This is an optimization exercise on Yosys and OpenROAD, whose aim is small area and a short achievable clock period, not a production implementation.
Function was checked by simulation only, so behaviour that the tests miss may differ from the original.
No activity file was given, so power comes from the tool's default toggle rates.

==> design/flow/design.v <==
module sa_mul8 (
    input  logic [7:0]  a,
    input  logic [7:0]  b,
    output logic [18:0] x,
    output logic [18:0] y
);
    logic c10;
    logic c12;
    logic c14;
    logic c16;
    logic c18;
    logic c2;
    logic c20;
    logic c22;
    logic c24;
    logic c26;
    logic c28;
    logic c30;
    logic c32;
    logic c34;
    logic c36;
    logic c38;
    logic c4;
    logic c40;
    logic c42;
    logic c44;
    logic c46;
    logic c48;
    logic c50;
    logic c52;
    logic c54;
    logic c56;
    logic c58;
    logic c6;
    logic c60;
    logic c62;
    logic c64;
    logic c66;
    logic c68;
    logic c70;
    logic c72;
    logic c74;
    logic c76;
    logic c78;
    logic c8;
    logic c80;
    logic c82;
    logic c84;
    logic pp_0_0;
    logic pp_0_1;
    logic pp_0_2;
    logic pp_0_3;
    logic pp_0_4;
    logic pp_0_5;
    logic pp_0_6;
    logic pp_0_7;
    logic pp_1_0;
    logic pp_1_1;
    logic pp_1_2;
    logic pp_1_3;
    logic pp_1_4;
    logic pp_1_5;
    logic pp_1_6;
    logic pp_1_7;
    logic pp_2_0;
    logic pp_2_1;
    logic pp_2_2;
    logic pp_2_3;
    logic pp_2_4;
    logic pp_2_5;
    logic pp_2_6;
    logic pp_2_7;
    logic pp_3_0;
    logic pp_3_1;
    logic pp_3_2;
    logic pp_3_3;
    logic pp_3_4;
    logic pp_3_5;
    logic pp_3_6;
    logic pp_3_7;
    logic pp_4_0;
    logic pp_4_1;
    logic pp_4_2;
    logic pp_4_3;
    logic pp_4_4;
    logic pp_4_5;
    logic pp_4_6;
    logic pp_4_7;
    logic pp_5_0;
    logic pp_5_1;
    logic pp_5_2;
    logic pp_5_3;
    logic pp_5_4;
    logic pp_5_5;
    logic pp_5_6;
    logic pp_5_7;
    logic pp_6_0;
    logic pp_6_1;
    logic pp_6_2;
    logic pp_6_3;
    logic pp_6_4;
    logic pp_6_5;
    logic pp_6_6;
    logic pp_6_7;
    logic pp_7_0;
    logic pp_7_1;
    logic pp_7_2;
    logic pp_7_3;
    logic pp_7_4;
    logic pp_7_5;
    logic pp_7_6;
    logic pp_7_7;
    logic s1;
    logic s11;
    logic s13;
    logic s15;
    logic s17;
    logic s19;
    logic s21;
    logic s23;
    logic s25;
    logic s27;
    logic s29;
    logic s3;
    logic s31;
    logic s33;
    logic s35;
    logic s37;
    logic s39;
    logic s41;
    logic s43;
    logic s45;
    logic s47;
    logic s49;
    logic s5;
    logic s51;
    logic s53;
    logic s55;
    logic s57;
    logic s59;
    logic s61;
    logic s63;
    logic s65;
    logic s67;
    logic s69;
    logic s7;
    logic s71;
    logic s73;
    logic s75;
    logic s77;
    logic s79;
    logic s81;
    logic s83;
    logic s9;
    assign pp_0_0 = a[0] & b[0];
    assign pp_0_1 = a[0] & b[1];
    assign pp_0_2 = a[0] & b[2];
    assign pp_0_3 = a[0] & b[3];
    assign pp_0_4 = a[0] & b[4];
    assign pp_0_5 = a[0] & b[5];
    assign pp_0_6 = a[0] & b[6];
    assign pp_0_7 = ~(a[0] & b[7]);
    assign pp_1_0 = a[1] & b[0];
    assign pp_1_1 = a[1] & b[1];
    assign pp_1_2 = a[1] & b[2];
    assign pp_1_3 = a[1] & b[3];
    assign pp_1_4 = a[1] & b[4];
    assign pp_1_5 = a[1] & b[5];
    assign pp_1_6 = a[1] & b[6];
    assign pp_1_7 = ~(a[1] & b[7]);
    assign pp_2_0 = a[2] & b[0];
    assign pp_2_1 = a[2] & b[1];
    assign pp_2_2 = a[2] & b[2];
    assign pp_2_3 = a[2] & b[3];
    assign pp_2_4 = a[2] & b[4];
    assign pp_2_5 = a[2] & b[5];
    assign pp_2_6 = a[2] & b[6];
    assign pp_2_7 = ~(a[2] & b[7]);
    assign pp_3_0 = a[3] & b[0];
    assign pp_3_1 = a[3] & b[1];
    assign pp_3_2 = a[3] & b[2];
    assign pp_3_3 = a[3] & b[3];
    assign pp_3_4 = a[3] & b[4];
    assign pp_3_5 = a[3] & b[5];
    assign pp_3_6 = a[3] & b[6];
    assign pp_3_7 = ~(a[3] & b[7]);
    assign pp_4_0 = a[4] & b[0];
    assign pp_4_1 = a[4] & b[1];
    assign pp_4_2 = a[4] & b[2];
    assign pp_4_3 = a[4] & b[3];
    assign pp_4_4 = a[4] & b[4];
    assign pp_4_5 = a[4] & b[5];
    assign pp_4_6 = a[4] & b[6];
    assign pp_4_7 = ~(a[4] & b[7]);
    assign pp_5_0 = a[5] & b[0];
    assign pp_5_1 = a[5] & b[1];
    assign pp_5_2 = a[5] & b[2];
    assign pp_5_3 = a[5] & b[3];
    assign pp_5_4 = a[5] & b[4];
    assign pp_5_5 = a[5] & b[5];
    assign pp_5_6 = a[5] & b[6];
    assign pp_5_7 = ~(a[5] & b[7]);
    assign pp_6_0 = a[6] & b[0];
    assign pp_6_1 = a[6] & b[1];
    assign pp_6_2 = a[6] & b[2];
    assign pp_6_3 = a[6] & b[3];
    assign pp_6_4 = a[6] & b[4];
    assign pp_6_5 = a[6] & b[5];
    assign pp_6_6 = a[6] & b[6];
    assign pp_6_7 = ~(a[6] & b[7]);
    assign pp_7_0 = ~(a[7] & b[0]);
    assign pp_7_1 = ~(a[7] & b[1]);
    assign pp_7_2 = ~(a[7] & b[2]);
    assign pp_7_3 = ~(a[7] & b[3]);
    assign pp_7_4 = ~(a[7] & b[4]);
    assign pp_7_5 = ~(a[7] & b[5]);
    assign pp_7_6 = ~(a[7] & b[6]);
    assign pp_7_7 = a[7] & b[7];
    assign s1 = pp_6_0 ^ pp_5_1;
    assign c2 = pp_6_0 & pp_5_1;
    assign s3 = pp_7_0 ^ pp_6_1 ^ pp_5_2;
    assign c4 = (pp_7_0 & pp_6_1) | (pp_7_0 & pp_5_2) | (pp_6_1 & pp_5_2);
    assign s5 = pp_4_3 ^ pp_3_4;
    assign c6 = pp_4_3 & pp_3_4;
    assign s7 = pp_7_1 ^ pp_6_2 ^ pp_5_3;
    assign c8 = (pp_7_1 & pp_6_2) | (pp_7_1 & pp_5_3) | (pp_6_2 & pp_5_3);
    assign s9 = pp_4_4 ^ pp_3_5 ^ pp_2_6;
    assign c10 = (pp_4_4 & pp_3_5) | (pp_4_4 & pp_2_6) | (pp_3_5 & pp_2_6);
    assign s11 = pp_7_2 ^ pp_6_3 ^ pp_5_4;
    assign c12 = (pp_7_2 & pp_6_3) | (pp_7_2 & pp_5_4) | (pp_6_3 & pp_5_4);
    assign s13 = pp_4_0 ^ pp_3_1;
    assign c14 = pp_4_0 & pp_3_1;
    assign s15 = pp_5_0 ^ pp_4_1 ^ pp_3_2;
    assign c16 = (pp_5_0 & pp_4_1) | (pp_5_0 & pp_3_2) | (pp_4_1 & pp_3_2);
    assign s17 = pp_2_3 ^ pp_1_4;
    assign c18 = pp_2_3 & pp_1_4;
    assign s19 = pp_4_2 ^ pp_3_3 ^ pp_2_4;
    assign c20 = (pp_4_2 & pp_3_3) | (pp_4_2 & pp_2_4) | (pp_3_3 & pp_2_4);
    assign s21 = pp_1_5 ^ pp_0_6 ^ s1;
    assign c22 = (pp_1_5 & pp_0_6) | (pp_1_5 & s1) | (pp_0_6 & s1);
    assign s23 = pp_2_5 ^ pp_1_6 ^ pp_0_7;
    assign c24 = (pp_2_5 & pp_1_6) | (pp_2_5 & pp_0_7) | (pp_1_6 & pp_0_7);
    assign s25 = s5 ^ s3 ^ c2;
    assign c26 = (s5 & s3) | (s5 & c2) | (s3 & c2);
    assign s27 = pp_1_7 ^ s9 ^ s7;
    assign c28 = (pp_1_7 & s9) | (pp_1_7 & s7) | (s9 & s7);
    assign s29 = ~(c6 ^ c4);
    assign c30 = c6 | c4;
    assign s31 = pp_4_5 ^ pp_3_6 ^ pp_2_7;
    assign c32 = (pp_4_5 & pp_3_6) | (pp_4_5 & pp_2_7) | (pp_3_6 & pp_2_7);
    assign s33 = s11 ^ c10 ^ c8;
    assign c34 = (s11 & c10) | (s11 & c8) | (c10 & c8);
    assign s35 = pp_7_3 ^ pp_6_4 ^ pp_5_5;
    assign c36 = (pp_7_3 & pp_6_4) | (pp_7_3 & pp_5_5) | (pp_6_4 & pp_5_5);
    assign s37 = pp_4_6 ^ pp_3_7 ^ c12;
    assign c38 = (pp_4_6 & pp_3_7) | (pp_4_6 & c12) | (pp_3_7 & c12);
    assign s39 = pp_7_4 ^ pp_6_5 ^ pp_5_6;
    assign c40 = (pp_7_4 & pp_6_5) | (pp_7_4 & pp_5_6) | (pp_6_5 & pp_5_6);
    assign s41 = pp_3_0 ^ pp_2_1;
    assign c42 = pp_3_0 & pp_2_1;
    assign s43 = pp_2_2 ^ pp_1_3 ^ pp_0_4;
    assign c44 = (pp_2_2 & pp_1_3) | (pp_2_2 & pp_0_4) | (pp_1_3 & pp_0_4);
    assign s45 = pp_0_5 ^ s17 ^ s15;
    assign c46 = (pp_0_5 & s17) | (pp_0_5 & s15) | (s17 & s15);
    assign s47 = s21 ^ s19 ^ c18;
    assign c48 = (s21 & s19) | (s21 & c18) | (s19 & c18);
    assign s49 = s25 ^ s23 ^ c22;
    assign c50 = (s25 & s23) | (s25 & c22) | (s23 & c22);
    assign s51 = s29 ^ s27 ^ c26;
    assign c52 = (s29 & s27) | (s29 & c26) | (s27 & c26);
    assign s53 = s33 ^ s31 ^ c30;
    assign c54 = (s33 & s31) | (s33 & c30) | (s31 & c30);
    assign s55 = s37 ^ s35 ^ c34;
    assign c56 = (s37 & s35) | (s37 & c34) | (s35 & c34);
    assign s57 = pp_4_7 ^ s39 ^ c38;
    assign c58 = (pp_4_7 & s39) | (pp_4_7 & c38) | (s39 & c38);
    assign s59 = pp_7_5 ^ pp_6_6 ^ pp_5_7;
    assign c60 = (pp_7_5 & pp_6_6) | (pp_7_5 & pp_5_7) | (pp_6_6 & pp_5_7);
    assign s61 = pp_2_0 ^ pp_1_1;
    assign c62 = pp_2_0 & pp_1_1;
    assign s63 = pp_1_2 ^ pp_0_3 ^ s41;
    assign c64 = (pp_1_2 & pp_0_3) | (pp_1_2 & s41) | (pp_0_3 & s41);
    assign s65 = s13 ^ s43 ^ c42;
    assign c66 = (s13 & s43) | (s13 & c42) | (s43 & c42);
    assign s67 = c14 ^ s45 ^ c44;
    assign c68 = (c14 & s45) | (c14 & c44) | (s45 & c44);
    assign s69 = c16 ^ s47 ^ c46;
    assign c70 = (c16 & s47) | (c16 & c46) | (s47 & c46);
    assign s71 = c20 ^ s49 ^ c48;
    assign c72 = (c20 & s49) | (c20 & c48) | (s49 & c48);
    assign s73 = c24 ^ s51 ^ c50;
    assign c74 = (c24 & s51) | (c24 & c50) | (s51 & c50);
    assign s75 = c28 ^ s53 ^ c52;
    assign c76 = (c28 & s53) | (c28 & c52) | (s53 & c52);
    assign s77 = c32 ^ s55 ^ c54;
    assign c78 = (c32 & s55) | (c32 & c54) | (s55 & c54);
    assign s79 = c36 ^ s57 ^ c56;
    assign c80 = (c36 & s57) | (c36 & c56) | (s57 & c56);
    assign s81 = c40 ^ s59 ^ c58;
    assign c82 = (c40 & s59) | (c40 & c58) | (s59 & c58);
    assign s83 = pp_7_6 ^ pp_6_7 ^ c60;
    assign c84 = (pp_7_6 & pp_6_7) | (pp_7_6 & c60) | (pp_6_7 & c60);
    assign x = {1'b1, 1'b1, 1'b1, 1'b1, c84, c82, c80, c78, c76, c74, c72, c70, c68, c66, c64, c62, s61, pp_0_1, pp_0_0};
    assign y = {1'b0, 1'b0, 1'b0, 1'b0, pp_7_7, s83, s81, s79, s77, s75, s73, s71, s69, s67, s65, s63, pp_0_2, pp_1_0, 1'b0};
endmodule
`timescale 1ns/100ps
module sa_top
(
    input  logic        clk,
    input  logic        arst_n_i,
    input  logic        psel,
    input  logic        penable,
    input  logic        pwrite,
    input  logic [11:0] paddr,
    input  logic [31:0] pwdata,
    output logic [31:0] prdata,
    output logic        pready,
    output logic        pslverr
);
    localparam int CW = 19;
    logic [32*8-1:0] a_q;         
    logic [32*8-1:0] b_q;         
    logic [8*CW-1:0] r0_q;        
    logic [8*CW-1:0] r1_q;
    logic [8*CW-1:0] x_q;         
    logic [8*CW-1:0] y_q;
    logic [4*8-1:0]  a_op_q;
    logic [2*8-1:0]  b_op_q;
    logic            mul_act_q;
    logic [3:0]     len_q;
    logic           done_q;
    logic           cvalid_q;
    logic           phase_q;
    logic           sel_act_q;
    logic           add_act_q;
    logic [3:0]     mstep_q;
    logic [7:0]     ksel_q;      
    logic           busy;
    assign busy = sel_act_q | mul_act_q | add_act_q;
    logic       setup;
    logic       hit_ctrl, hit_status, hit_len, hit_a, hit_b, hit_c, mapped;
    logic       len_ok;
    logic       err;
    logic [4:0] idx;
    logic [7:0] ab_word;
    logic [CW-1:0] c_word;
    logic [CW-1:0] rdata;
    logic          mul_clr_q;
    assign setup      = psel & ~penable;
    assign hit_ctrl   = paddr == 12'h000;
    assign hit_status = paddr == 12'h004;
    assign hit_len    = paddr == 12'h008;
    assign hit_a      = (paddr[11:7] == 5'b00010) & (paddr[1:0] == 2'b00);
    assign hit_b      = (paddr[11:7] == 5'b00100) & (paddr[1:0] == 2'b00);
    assign hit_c      = (paddr[11:6] == 6'b001100) & (paddr[1:0] == 2'b00);
    assign mapped     = hit_ctrl | hit_status | hit_len | hit_a | hit_b | hit_c;
    assign idx        = paddr[6:2];
    assign len_ok     = (pwdata[31:4] == 28'd0) & (pwdata[3:0] != 4'd0) & (pwdata[3:0] <= 4'd8);
    assign err = ~mapped
               | (pwrite & busy & (hit_a | hit_b | hit_len))
               | (pwrite & hit_len & ~len_ok)
               | (pwrite & hit_ctrl & pwdata[0] & busy);
    logic [3:0]      c_sel;
    logic [16*CW-1:0] c_all;
    logic [5:0]      ab_sel;
    logic [64*8-1:0] ab_all;
    assign c_sel   = {paddr[5:4], paddr[2], ~(paddr[3] ^ phase_q)};
    assign c_all   = {r1_q[7*CW +: CW], r0_q[7*CW +: CW], r1_q[6*CW +: CW], r0_q[6*CW +: CW],
                      r1_q[5*CW +: CW], r0_q[5*CW +: CW], r1_q[4*CW +: CW], r0_q[4*CW +: CW],
                      r1_q[3*CW +: CW], r0_q[3*CW +: CW], r1_q[2*CW +: CW], r0_q[2*CW +: CW],
                      r1_q[1*CW +: CW], r0_q[1*CW +: CW], r1_q[0*CW +: CW], r0_q[0*CW +: CW]};
    assign ab_sel  = {paddr[9], idx};
    assign ab_all  = {b_q, a_q};
    always_comb begin
        c_word = '0;
        for (int i = 0; i < 16; i++) begin
            c_word = c_word | ({CW{c_sel == 4'(i)}} & c_all[i*CW +: CW]);
        end
        ab_word = '0;
        for (int i = 0; i < 64; i++) begin
            ab_word = ab_word | ({8{ab_sel == 6'(i)}} & ab_all[i*8 +: 8]);
        end
    end
    assign rdata = ({CW{hit_a | hit_b}} & {{(CW-8){ab_word[7]}}, ab_word})
                 | ({CW{hit_c & cvalid_q}} & c_word)
                 | ({CW{hit_status}} & {{(CW-2){1'b0}}, done_q, busy})
                 | ({CW{hit_len}} & {{(CW-4){1'b0}}, len_q});
    logic [CW-1:0] rdata_q;
    logic          err_q;
    logic          we_a_q, we_b_q, we_len_q, start_q;
    logic [4:0]    idx_q;
    always_ff @(posedge clk) begin
        rdata_q <= rdata;
        err_q   <= err;
        idx_q   <= idx;
    end
    always_ff @(posedge clk or negedge arst_n_i) begin
        if (!arst_n_i) begin
            we_a_q   <= 1'b0;
            we_b_q   <= 1'b0;
            we_len_q <= 1'b0;
            start_q  <= 1'b0;
        end else begin
            we_a_q   <= setup & pwrite & hit_a & ~busy;
            we_b_q   <= setup & pwrite & hit_b & ~busy;
            we_len_q <= setup & pwrite & hit_len & ~busy & len_ok;
            start_q  <= setup & pwrite & hit_ctrl & pwdata[0] & ~busy;
        end
    end
    assign prdata  = {{(32-CW){rdata_q[CW-1]}}, rdata_q};
    assign pslverr = err_q;
    assign pready  = 1'b1;
    always_ff @(posedge clk) begin
        for (int i = 0; i < 32; i++) begin
            if (we_a_q && idx_q == 5'(i)) a_q[i*8 +: 8] <= pwdata[7:0];
            if (we_b_q && idx_q == 5'(i)) b_q[i*8 +: 8] <= pwdata[7:0];
        end
    end
    always_ff @(posedge clk or negedge arst_n_i) begin
        if (!arst_n_i) begin
            len_q     <= 4'd1;
            done_q    <= 1'b0;
            cvalid_q  <= 1'b0;
            phase_q   <= 1'b0;
            sel_act_q <= 1'b0;
            mul_act_q <= 1'b0;
            add_act_q <= 1'b0;
            mstep_q   <= 4'd0;
            ksel_q    <= 8'd0;
        end else begin
            phase_q   <= ~phase_q;
            mul_act_q <= sel_act_q;
            add_act_q <= mul_act_q;
            if (we_len_q) len_q <= pwdata[3:0];
            if (start_q) begin
                sel_act_q <= 1'b1;
                mstep_q   <= 4'd0;
                ksel_q    <= 8'd1;
                done_q    <= 1'b0;
                cvalid_q  <= 1'b1;
            end else begin
                if (sel_act_q) begin
                    mstep_q <= mstep_q + 4'd1;
                    if (mstep_q[0]) ksel_q <= {ksel_q[6:0], 1'b0};
                    if (mstep_q == {len_q[2:0] - 3'd1, 1'b1}) begin
                        sel_act_q <= 1'b0;
                        ksel_q    <= 8'd0;
                    end
                end
                if (add_act_q & ~mul_act_q) done_q <= 1'b1;
            end
        end
    end
    always_ff @(posedge clk or negedge arst_n_i) begin
        if (!arst_n_i) mul_clr_q <= 1'b0;
        else           mul_clr_q <= sel_act_q & (mstep_q[3:1] == 3'd0);
    end
    logic            s_sel;
    logic [4*8-1:0]  a_op;
    logic [2*8-1:0]  b_op;
    logic [8*CW-1:0] px;
    logic [8*CW-1:0] py;
    assign s_sel = phase_q;     
    logic [15:0] bsel;
    always_comb begin
        for (int kk = 0; kk < 8; kk++) begin
            bsel[kk*2]   = ksel_q[kk] & ~s_sel;
            bsel[kk*2+1] = ksel_q[kk] & s_sel;
        end
        a_op = '0;
        b_op = '0;
        for (int h = 0; h < 4; h++) begin
            for (int kk = 0; kk < 8; kk++) begin
                a_op[h*8 +: 8] = a_op[h*8 +: 8] | ({8{ksel_q[kk]}} & a_q[(h*8 + kk)*8 +: 8]);
            end
        end
        for (int j = 0; j < 2; j++) begin
            for (int kk = 0; kk < 8; kk++) begin
                b_op[j*8 +: 8] = b_op[j*8 +: 8]
                               | ({8{bsel[kk*2]}}   & b_q[(kk*4 + j)*8 +: 8])
                               | ({8{bsel[kk*2+1]}} & b_q[(kk*4 + j + 2)*8 +: 8]);
            end
        end
    end
    genvar gh, gj;
    generate
        for (gh = 0; gh < 4; gh++) begin : g_h
            for (gj = 0; gj < 2; gj++) begin : g_j
                sa_mul8 u_mul (
                    .a (a_op_q[gh*8 +: 8]),
                    .b (b_op_q[gj*8 +: 8]),
                    .x (px[(gh*2+gj)*CW +: CW]),
                    .y (py[(gh*2+gj)*CW +: CW])
                );
            end
        end
    endgenerate
    logic [8*CW-1:0] acc_s;
    logic [8*CW-1:0] acc_c;
    assign acc_s = r1_q ^ x_q ^ y_q;
    assign acc_c = (r1_q & x_q) | (r1_q & y_q) | (x_q & y_q);
    always_ff @(posedge clk) begin
        a_op_q <= a_op;
        b_op_q <= b_op;
        x_q    <= px;
        y_q    <= py;
        for (int m = 0; m < 8; m++) begin
            r0_q[m*CW +: CW] <= acc_s[m*CW +: CW] + {acc_c[m*CW +: CW-1], 1'b0};
        end
        r1_q <= mul_clr_q ? '0 : r0_q;
    end
endmodule
==> design/flow/flow/run.sh <==
#!/bin/bash
# Standard ORFS layout, with port buffers that can drive, free cell sizing and
# a setup margin that makes repair_timing work below the 10 ns clock.
set -e
export BUFFER_PORTS_ARGS="-buffer_cell sky130_fd_sc_hd__buf_4"
bash standard.sh MATCH_CELL_FOOTPRINT=0 SETUP_SLACK_MARGIN=6.4 finish > standard.log 2>&1
==> design/flow/standard.sh <==
#!/bin/bash
# synth_recipe.tcl (not shown) runs the flow's synth.tcl, then flattens the netlist and writes it again
# the make line also repeats each setting of config.mk as NAME=value (left out here)
make -C /OpenROAD-flow-scripts/flow DESIGN_CONFIG=/design/flow/config.mk WORK_HOME=/design/flow/orfs CLKGATE_MAP_FILE= SYNTH_SCRIPT=/design/flow/synth_recipe.tcl "${@:-finish}"
==> design/flow/config.mk <==
export PLATFORM = sky130hd
export DESIGN_NAME = sa_top
export DESIGN_NICKNAME = sa_top
export VERILOG_FILES = /design/flow/design.v
export SDC_FILE = /design/flow/constraint.sdc
export NUM_CORES = 4
export LEC_CHECK = 0
export CAP_MARGIN = 20
export CORE_MARGIN = 2
export CORE_UTILIZATION = 40
export SLEW_MARGIN = 20
==> design/flow/constraint.sdc <==
create_clock -name core_clock -period 10.0 [get_ports {clk}]
set_input_delay 2.0000 -clock core_clock [delete_from_list [all_inputs] [get_ports {clk}]]
set_output_delay 2.0000 -clock core_clock [all_outputs]
set_load 0.01 [all_outputs]
==> flow_summary.yaml <==
critical_path:
  startpoint_type: "input pin"
  crit_type: "input pin to register"
  cp_slowest_stage_delay_ns: 0.67
  crit_path_top_delay_cell: "nand4_1"
  crit_chain: "buf_8 -> or4b_4 -> nor2_1 -> buf_4 -> a22oi_2 -> nand4_1 -> nor3_2 -> nand4_1 -> nand2_1 -> o221ai_1"
  cp_num_buf_inv: 2
  path_common_cell: "nand4_1"
  r2r_cells: 9
  reg2reg_setup_slack_ns: 6.38
  path_delay_family: "simple AND/OR/NAND/NOR gates"
  arrival_ns: 4.32
  required_ns: 10.60
  startpoint: "paddr[9]"
  cp_max_fo: 20
  timing.rr.start: "phase_q"
  cp.depth: 10
  end_kind: "register"
timing:
  setup_ws_ns: 6.27
  tightest_slew_ns: 1.24
  final_max_slew_viol_count: 0
  rsz0062_at_grt: "true"
  timing.final.hold_violations: 0
  clock.fmax_mhz: 268
  fin_tns_setup_ns: 0
  finalSetupViolCount: 0
  clock_skew_ns: 0.0623
  fin_crit_sh: 0.373
  worst_hold_slack_ns: 0.403
  period_needed_ns: 3.73
  max-slew-margin-rel: 0.172
global_route:
  grt_max_degree: 76
  antenna_found_initial: 23
  grt.total_usage: 0.369
  grt_overflow: 0
  grt_pass1_vias: 42600
  grt_pass1_wl_mm: 363
status:
  status: "finished clean"
detailed_routing:
  wire_per_inst_um: 38.7
  drt_iter0_drc: 5715
  ant_nets: 0
  top_layer: "met5"
  m1WireLength_mm: 96.4
  drtPass1Iterations: 7
  drc: 0
  avgViaCountPerCell: 6.13
  routed_wl_mm: 270
  wl_met3_mm: 22.0
  via_count: 42800
  wl_met2_mm: 126
logic_synthesis:
  synth_cell_types: 81
  yosysTopAreaCellShare: 0.271
  syn_inst: 4833
  synth_area_per_cell_um2: 11.7
  syn_nets: 5484
  synthMostInstantiatedCell: "dfxtp_1"
  async_flop_share: 0.0235
  yosys_register_bits: 1148
  synth_area_leaders: "edfxtp_1 27%, dfxtp_1 22%, fa_1 14%"
  synth_top_area_cell: "edfxtp_1"
  yosysWarnings: 1
  synth_edf_count: 512
  synthesis.area_mm2: 0.0567
  ys.flop_type: "dfxtp_1"
  synth_seq_area_share: 0.498
  synth_common_cells: "609 x dfxtp_1, 575 x a22oi_1, 512 x edfxtp_1"
clocking:
  cts_tree: "built"
  cts.htree.levels: 3
  clk_path_buf_depth: 3
  clk_pin_slew_ns: 0.06
  cts_sinks: 1148
  clk_latency_ns: 0.78
  ctsHoldBuffers: 0
  cts-root-buf: "clkbuf_16"
  cts-buffers-inserted: 121
placed_design:
  place_ws_ns: 4.15
  placed_area_mm2: 0.0598
  post-dp-hpwl_mm: 204
  place.gp.congestion: 1.06
  port_buffers: 81
layout:
  seq_area_mm2: 0.0283
  syn_to_final_growth_pct: 14.7
  post-route-cell-area_mm2: 0.0650
  drive_gt1_frac: 0.120
  fin_nets: 5624
  multiInputGateArea_mm2: 0.0271
  fillCellCount: 12900
pwr:
  p_per_area_mw_per_mm2: 171
  max-vdd-ir-drop_mv: 0.170
  power.total_mw: 11.1
  leakagePower_nw: 26.0
worst_hold_path:
  hp-start: "mul_act_q"
  hold_depth: 0
  min_path_type: "register to register"
floorplanning:
  placementRows: 138
  dieHeight_um: 380
  start_util: 0.402
  die_area_mm2: 0.145
  fp.dieW_um: 380
  core-area_mm2: 0.141
  ios: 83
run:
  maxCapViolations: 0
[per-layer routing]
metal | global-route usage | vias up
met1 | 0.434 | 22000
met5 | 0 | -
met4 | 0.276 | 4
li1 | - | 17400
met3 | 0.0671 | 732
met2 | 0.604 | 2605
[cells by family (layout without fill, tap and decap cells)]
logic type	after synthesis	count (layout)	share of synthesized area
compound gates	961	961	0.125
xor+xnor	128	128	0.0198
fa+ha+maj	602	602	0.186
buf+inv	539	780	0.0376
flops	1148	1148	0.498
mux	17	17	0.00336
other cells	1	10	0.0000662
simple gates	1437	1439	0.130
[cell type report]
class,instances,share of cell area
flip-flops and latches,1148,0.435
multi-input cells,3148,0.416
clock buffers,164,0.0514
well taps,1890,0.0364
repair buffers,234,0.0309
inverters,320,0.0185
clock inverters,62,0.0115
diodes,9,0.000346
[final timing paths]
path / end
min in group asynchronous: cvalid_q
min reg2reg: add_act_q
max: rdata_q[1]
max in group asynchronous: len_q[0]
min: add_act_q
max reg2reg: rdata_q[5]
[sequential cells by signal (all words and copies together) (netlist names), 4 cells and up]
register  cells
a_q         256
b_q         256
r0_q        152
r1_q        152
x_q         120
y_q         112
a_op_q       32
rdata_q      19
b_op_q       16
ksel_q        8
idx_q         5
len_q         4
mstep_q       4
[repair_timing]
action | CTS | global route
pin swaps | 12 | 31
endpoints found under the hold margin | 0 | 0
setup buffers | 11 | 10
gates resized for setup | 102 | 58
endpoints found under the setup margin | 41 | 31
gates cloned | 6 | 0
[placed cells by master, fill, tap and decap left out, drive strengths merged, types with 46 or more instances in the layout]
master / synthesis / routed
nand4: 83 / 83
clkbuf: 151 / 168
dfxtp: 609 / 609
edfxtp: 512 / 512
nand2: 413 / 414
nor2: 240 / 240
ha: 202 / 202
buf: 68 / 230
fa: 400 / 400
inv: 319 / 325
nor3: 46 / 46
xnor2: 95 / 95
nor2b: 173 / 173
a21oi: 64 / 64
a22oi: 575 / 575
and2: 312 / 312
o21ai: 81 / 81
nand3: 61 / 61
[worst register-to-register path, delay by kind of cell (launching register included)]
family,cells,cell delay (ns)
AOI/OAI and AO/OA,2,0.51
buffers and inverters,2,0.87
DFF,1,0.69
xor gates and xnor gates,1,0.27
and+or+nand+nor,4,1.16
[through the flow]
| step | cells | utilization |
|---|---|---|
| 2_1_floorplan | 4833 | - |
| 3_3_place_gp | 6709 | 0.424 |
| 3_5_place_dp | 6712 | 0.424 |
| 4_1_cts | 6955 | 0.458 |
| 5_1_grt | 6966 | 0.461 |
| 6_report | 6975 | 0.461 |
[where the power goes]
part / total [mW] / internal [mW] / switching, mW
Sequential: 5.27 / 5.10 / 0.171
Clock: 4.66 / 2.66 / 2.00
Combinational: 1.18 / 0.540 / 0.644
Total: 11.1 / 8.30 / 2.82

-- re-timing with driven ports --
How much do the figures lean on ideal ports? The routed layout below was timed once more, with nothing changed but the port constraints. Step 1 sets driving cells, clkbuf_16 on the clock port and buf_2 on the other inputs (assumed; they add their load-dependent delay and slew). Step 2 also shifts input and output timing later by t, the mid clock arrival at the registers, as if the neighbouring blocks saw the same clock. a / b / c = ideal ports / drivers / drivers and shift; a / b = the first two.
t, ns: 0.827
slack for setup (ns): 6.275 / 6.299 / 5.472
worst slew at a driven data input, ns: 0.06
After both steps setup and hold are still met in this run. For this run, drivers alone change the setup slack by +0.024 ns; drivers and shift together by -0.803 ns.
